What follows belongs to an exercise in optimizing a design on an open flow for small area, a short achievable clock period and few clock cycles per item; a production flow would make more cautious choices.
Function was checked by simulation only, so behaviour that the tests miss may differ from the original.

==> branch cedar: inputs <==
==> flow/design.v <==
package dmem_pkg;
    localparam logic [1:0] SIZE_BYTE = 2'b00;
    localparam logic [1:0] SIZE_HALF = 2'b01;
    localparam logic [1:0] SIZE_WORD = 2'b10;
    localparam logic [1:0] SIZE_ILL  = 2'b11;
    typedef enum logic [1:0] {
        CLEAR = 2'b00,
        IDLE  = 2'b01,
        BUSY  = 2'b10,
        RESP  = 2'b11
    } dmem_state_t;
endpackage
module dmem_lane_align
(
    input  logic [1:0]  off,
    input  logic [1:0]  size,
    input  logic        uns,
    input  logic [31:0] word,
    output logic [31:0] rdata
);
    logic [7:0]  b;
    logic [15:0] h;
    always_comb begin
        case (off)
            2'd0: b = word[7:0];
            2'd1: b = word[15:8];
            2'd2: b = word[23:16];
            default: b = word[31:24];
        endcase
        h = off[1] ? word[31:16] : word[15:0];
        case (size)
            dmem_pkg::SIZE_BYTE: rdata = {{24{b[7] & !uns}}, b};
            dmem_pkg::SIZE_HALF: rdata = {{16{h[15] & !uns}}, h};
            default:             rdata = word;
        endcase
    end
endmodule
module dmem_read_or
#(
    parameter int N = 32
) (
    input  logic [N-1:0]    sel,
    input  logic [N*32-1:0] words,
    output logic [31:0]     word
);
    localparam int N3 = N / 3;              
    localparam int NR = N - 3 * N3;         
    localparam int NG = N3 + NR;
    for (genvar b = 0; b < 32; b++) begin : g_bit
        logic [N-1:0]  d;
        logic [NG-1:0] gn;                  
        for (genvar w = 0; w < N; w++) begin : g_w
            assign d[w] = words[32*w + b];
        end
        for (genvar g = 0; g < N3; g++) begin : g_grp
            dmem_aoi222 u_g (.a(sel[3*g +: 3]), .b(d[3*g +: 3]), .y(gn[g]));
        end
        for (genvar r = 0; r < NR; r++) begin : g_rest
            dmem_nand2 u_r (.a(sel[3*N3 + r]), .b(d[3*N3 + r]), .y(gn[N3 + r]));
        end
        assign word[b] = ~&gn;
    end
endmodule
module dmem_aoi222
(
    input  logic [2:0] a,
    input  logic [2:0] b,
    output logic       y
);
    assign y = ~|(a & b);
endmodule
module dmem_nand2
(
    input  logic a,
    input  logic b,
    output logic y
);
    assign y = ~(a & b);
endmodule
module data_memory_bytelane
#(
    parameter int DEPTH   = 128,
    parameter int LATENCY = 1,
    localparam int ADDR_W = $clog2(DEPTH) + 2
) (
    input  logic              clk,
    input  logic              reset,
    input  logic              req_valid,
    output logic              req_ready,
    input  logic              req_write,
    input  logic [1:0]        req_size,
    input  logic              req_unsigned,
    input  logic [ADDR_W-1:0] req_addr,
    input  logic [31:0]       req_wdata,
    output logic              rsp_valid,
    output logic [31:0]       rsp_rdata,
    output logic              rsp_error,
    output logic              init_done
);
    localparam int IDX_W = ADDR_W - 2;
    localparam int NQ    = 4;                  
    localparam int QD    = DEPTH / NQ;         
    localparam int QW    = $clog2(QD);
    localparam int LO_W  = IDX_W / 2;          
    localparam int HI_W  = IDX_W - LO_W;
    localparam int NLO   = 1 << LO_W;
    localparam int NHI   = 1 << HI_W;
    logic [DEPTH*32-1:0] mem;
    logic             accept, ill;
    logic [IDX_W-1:0] idx;
    logic [3:0]       lanes;
    logic [31:0]      wrep;
    assign req_ready = init_done;
    assign accept    = req_valid && init_done;
    assign ill       = (req_size == dmem_pkg::SIZE_ILL);
    assign idx       = req_addr[ADDR_W-1:2];
    always_comb begin
        case (req_size)
            dmem_pkg::SIZE_BYTE: lanes = 4'b0001 << req_addr[1:0];
            dmem_pkg::SIZE_HALF: lanes = req_addr[1] ? 4'b1100 : 4'b0011;
            dmem_pkg::SIZE_WORD: lanes = 4'b1111;
            default:             lanes = 4'b0000;
        endcase
        case (req_size)
            dmem_pkg::SIZE_BYTE: wrep = {4{req_wdata[7:0]}};
            dmem_pkg::SIZE_HALF: wrep = {2{req_wdata[15:0]}};
            default:             wrep = req_wdata;
        endcase
    end
    logic             s1_valid, s1_load, s1_error, s1_uns;
    logic [1:0]       s1_size, s1_off;
    logic [NHI-1:0]   s1_hi;
    logic [NLO-1:0]   s1_lo;
    logic [QD-1:0]    s1_qsel;
    logic [NQ-1:0]    s1_q;
    logic [3:0]       s1_lanes;
    logic [31:0]      s1_wdata;
    always_ff @(posedge clk) begin
        init_done <= !reset;
        s1_valid  <= !reset && accept;
        s1_load   <= !req_write && !ill;
        s1_error  <= ill;
        s1_uns    <= req_unsigned;
        s1_size   <= req_size;
        s1_off    <= req_addr[1:0];
        for (int w = 0; w < QD; w++) s1_qsel[w] <= (idx[QW-1:0] == QW'(w));
        for (int q = 0; q < NQ; q++) s1_q[q]    <= (idx[IDX_W-1:QW] == (IDX_W-QW)'(q));
        if (reset) begin
            s1_hi    <= '1;
            s1_lo    <= '1;
            s1_lanes <= 4'b1111;
            s1_wdata <= 32'h0;
        end else begin
            for (int j = 0; j < NHI; j++) s1_hi[j] <= (idx[IDX_W-1 -: HI_W] == HI_W'(j));
            for (int k = 0; k < NLO; k++) s1_lo[k] <= (idx[LO_W-1:0] == LO_W'(k));
            s1_lanes <= (accept && req_write) ? lanes : 4'b0000;
            s1_wdata <= wrep;
        end
    end
    for (genvar i = 0; i < DEPTH; i++) begin : g_word
        for (genvar l = 0; l < 4; l++) begin : g_lane
            always_ff @(posedge clk)
                if (s1_hi[i / NLO] && s1_lo[i % NLO] && s1_lanes[l])
                    mem[32*i + 8*l +: 8] <= s1_wdata[8*l +: 8];
        end
    end
    logic [NQ*32-1:0] qword;
    for (genvar q = 0; q < NQ; q++) begin : g_quarter
        dmem_read_or #(.N(QD)) u_read (
            .sel   (s1_qsel),
            .words (mem[32*QD*q +: 32*QD]),
            .word  (qword[32*q +: 32])
        );
    end
    logic             s2_valid, s2_load, s2_error, s2_uns;
    logic [1:0]       s2_size, s2_off;
    logic [NQ-1:0]    s2_q;
    logic [NQ*32-1:0] s2_qword;
    always_ff @(posedge clk) begin
        s2_valid <= !reset && s1_valid;
        s2_load  <= s1_load;
        s2_error <= s1_error;
        s2_uns   <= s1_uns;
        s2_size  <= s1_size;
        s2_off   <= s1_off;
        s2_q     <= s1_q;
        s2_qword <= qword;
    end
    logic [31:0] word, load_val;
    always_comb begin
        word = '0;
        for (int q = 0; q < NQ; q++)
            word = word | (s2_qword[32*q +: 32] & {32{s2_q[q]}});
    end
    dmem_lane_align u_align (
        .off   (s2_off),
        .size  (s2_size),
        .uns   (s2_uns),
        .word  (word),
        .rdata (load_val)
    );
    always_ff @(posedge clk) begin
        rsp_valid <= !reset && s2_valid;
        rsp_rdata <= s2_load ? load_val : 32'h0;
        rsp_error <= s2_error;
    end
endmodule
==> flow/run.sh <==
#!/bin/bash
# synth_recipe.tcl (not shown) runs the flow's synth.tcl, then flattens the netlist and writes it again
# the make line also repeats each setting of config.mk as NAME=value (left out here)
make -C /OpenROAD-flow-scripts/flow DESIGN_CONFIG=/design/flow/config.mk WORK_HOME=/design/flow/orfs CLKGATE_MAP_FILE= SYNTH_SCRIPT=/design/flow/synth_recipe.tcl finish
==> flow/config.mk <==
export PLATFORM = sky130hd
export DESIGN_NAME = data_memory_bytelane
export DESIGN_NICKNAME = data_memory_bytelane
export VERILOG_FILES = /design/flow/design.v
export SDC_FILE = /design/flow/constraint.sdc
export NUM_CORES = 4
export LEC_CHECK = 0
export CAP_MARGIN = 20
export CORE_MARGIN = 2
export CORE_UTILIZATION = 55
export CTS_CLUSTER_DIAMETER = 120
export CTS_CLUSTER_SIZE = 25
export SETUP_SLACK_MARGIN = 2.65
export SLEW_MARGIN = 20
export SYNTH_HIERARCHICAL = 1
export SYNTH_MINIMUM_KEEP_SIZE = 0
==> flow/constraint.sdc <==
create_clock -name core_clock -period 5.0 [get_ports {clk}]
set_input_delay 1.0000 -clock core_clock [delete_from_list [all_inputs] [get_ports {clk}]]
set_output_delay 1.0000 -clock core_clock [all_outputs]
set_load 0.01 [all_outputs]
==> inputs of branch nickel, as changes to branch cedar <==
--- a/flow/design.v
+++ b/flow/design.v
@@ -43,3 +43,3 @@
     input  logic [N*32-1:0] words,
-    output logic [31:0]     word
+    output logic [31:0]     word_n
 );
@@ -60,3 +60,3 @@
         end
-        assign word[b] = ~&gn;
+        assign word_n[b] = &gn;
     end
@@ -166,3 +166,3 @@
     end
-    logic [NQ*32-1:0] qword;
+    logic [NQ*32-1:0] qword_n;
     for (genvar q = 0; q < NQ; q++) begin : g_quarter
@@ -171,3 +171,3 @@
             .words (mem[32*QD*q +: 32*QD]),
-            .word  (qword[32*q +: 32])
+            .word_n (qword_n[32*q +: 32])
         );
@@ -177,3 +177,3 @@
     logic [NQ-1:0]    s2_q;
-    logic [NQ*32-1:0] s2_qword;
+    logic [NQ*32-1:0] s2_qword_n;    
     always_ff @(posedge clk) begin
@@ -186,3 +186,3 @@
         s2_q     <= s1_q;
-        s2_qword <= qword;
+        s2_qword_n <= qword_n;
     end
@@ -192,3 +192,3 @@
         for (int q = 0; q < NQ; q++)
-            word = word | (s2_qword[32*q +: 32] & {32{s2_q[q]}});
+            word = word | (~s2_qword_n[32*q +: 32] & {32{s2_q[q]}});
     end
--- a/flow/config.mk
+++ b/flow/config.mk
@@ -12,3 +12,3 @@
 export CTS_CLUSTER_SIZE = 25
-export SETUP_SLACK_MARGIN = 2.65
+export SETUP_SLACK_MARGIN = 2.7
 export SLEW_MARGIN = 20
==> flow_summary.toml <==
[cells_and_area]
post-route-util_pct = 60.1
finalInstanceArea_um2 = 166000
reg_top3 = "mem x4096, s2_qword x128"

[die]
die_w_um = 530
die_area_um2 = 281000

[synthesis]
post_synth_instance_area_um2 = 152000
yosysUniqueCellTypes = 38

[global_routing]
grt_usage_pct = 31.5

[status]
status = "complete, no violations"

[power_and_ir_drop]
comb_power_share_pct = 4.8

[clock_tree]
clock_latency_ns = 0.93
Source of the figures above: branch cedar

==> flow_summary.toml <==
[status]
status = "complete, no violations"

[power_and_ir_drop]
comb_power_share_pct = 5.1
power.share.switching_pct = 22.5
clockNetworkPower_mw = 18.6

[place]
place_worst_setup_slack_ns = 1.80

[clock_tree]
clock_latency_ns = 0.97

[synthesis]
post_synth_instance_area_um2 = 153000

[cells_and_area]
seqAreaFraction_pct = 77.4
reg_top3 = "mem x4096, s2_qword_n x128"
post-route-util_pct = 60.4

[die]
die_w_um = 531

[global_routing]
grt_usage_pct = 32.9
Source of the figures above: branch nickel

Testbench counts of branch cedar, summed over its fixed seeds: cycles 48,032, items 48,000.
Testbench counts of branch nickel, summed over its fixed seeds: cycles 48,032, items 48,000.

port drivers added, routing unchanged:
The flow's constraints put no driver on any port. The routed layouts listed below were extracted and timed again, unchanged, in two steps. Step 1 (the two cells are an assumption about what drives the block):
set clk [get_ports {clk}]
set_driving_cell -lib_cell sky130_fd_sc_hd__clkbuf_16 $clk
set_driving_cell -lib_cell sky130_fd_sc_hd__buf_2 [delete_from_list [all_inputs] $clk]
Step 2 moves the port delays by t, midway between the first and last clock arrival at a register: inputs arrive t later, outputs are due t later. That takes back most of the time a late clock gives input paths. a / b / c = ideal ports / drivers / drivers and shift; a / b = the first two.
run	t (ns)	setup slack, ns	worst slew at a driven data input, ns
branch cedar	1.006	2.536 / 2.448 / 1.839	0.19
branch nickel	1.030	2.472 / 2.387 / 1.873	0.21
After both steps every run listed still meets setup and hold. For branch cedar, which loses most, drivers alone change the setup slack by -0.088 ns; drivers and shift together by -0.697 ns.
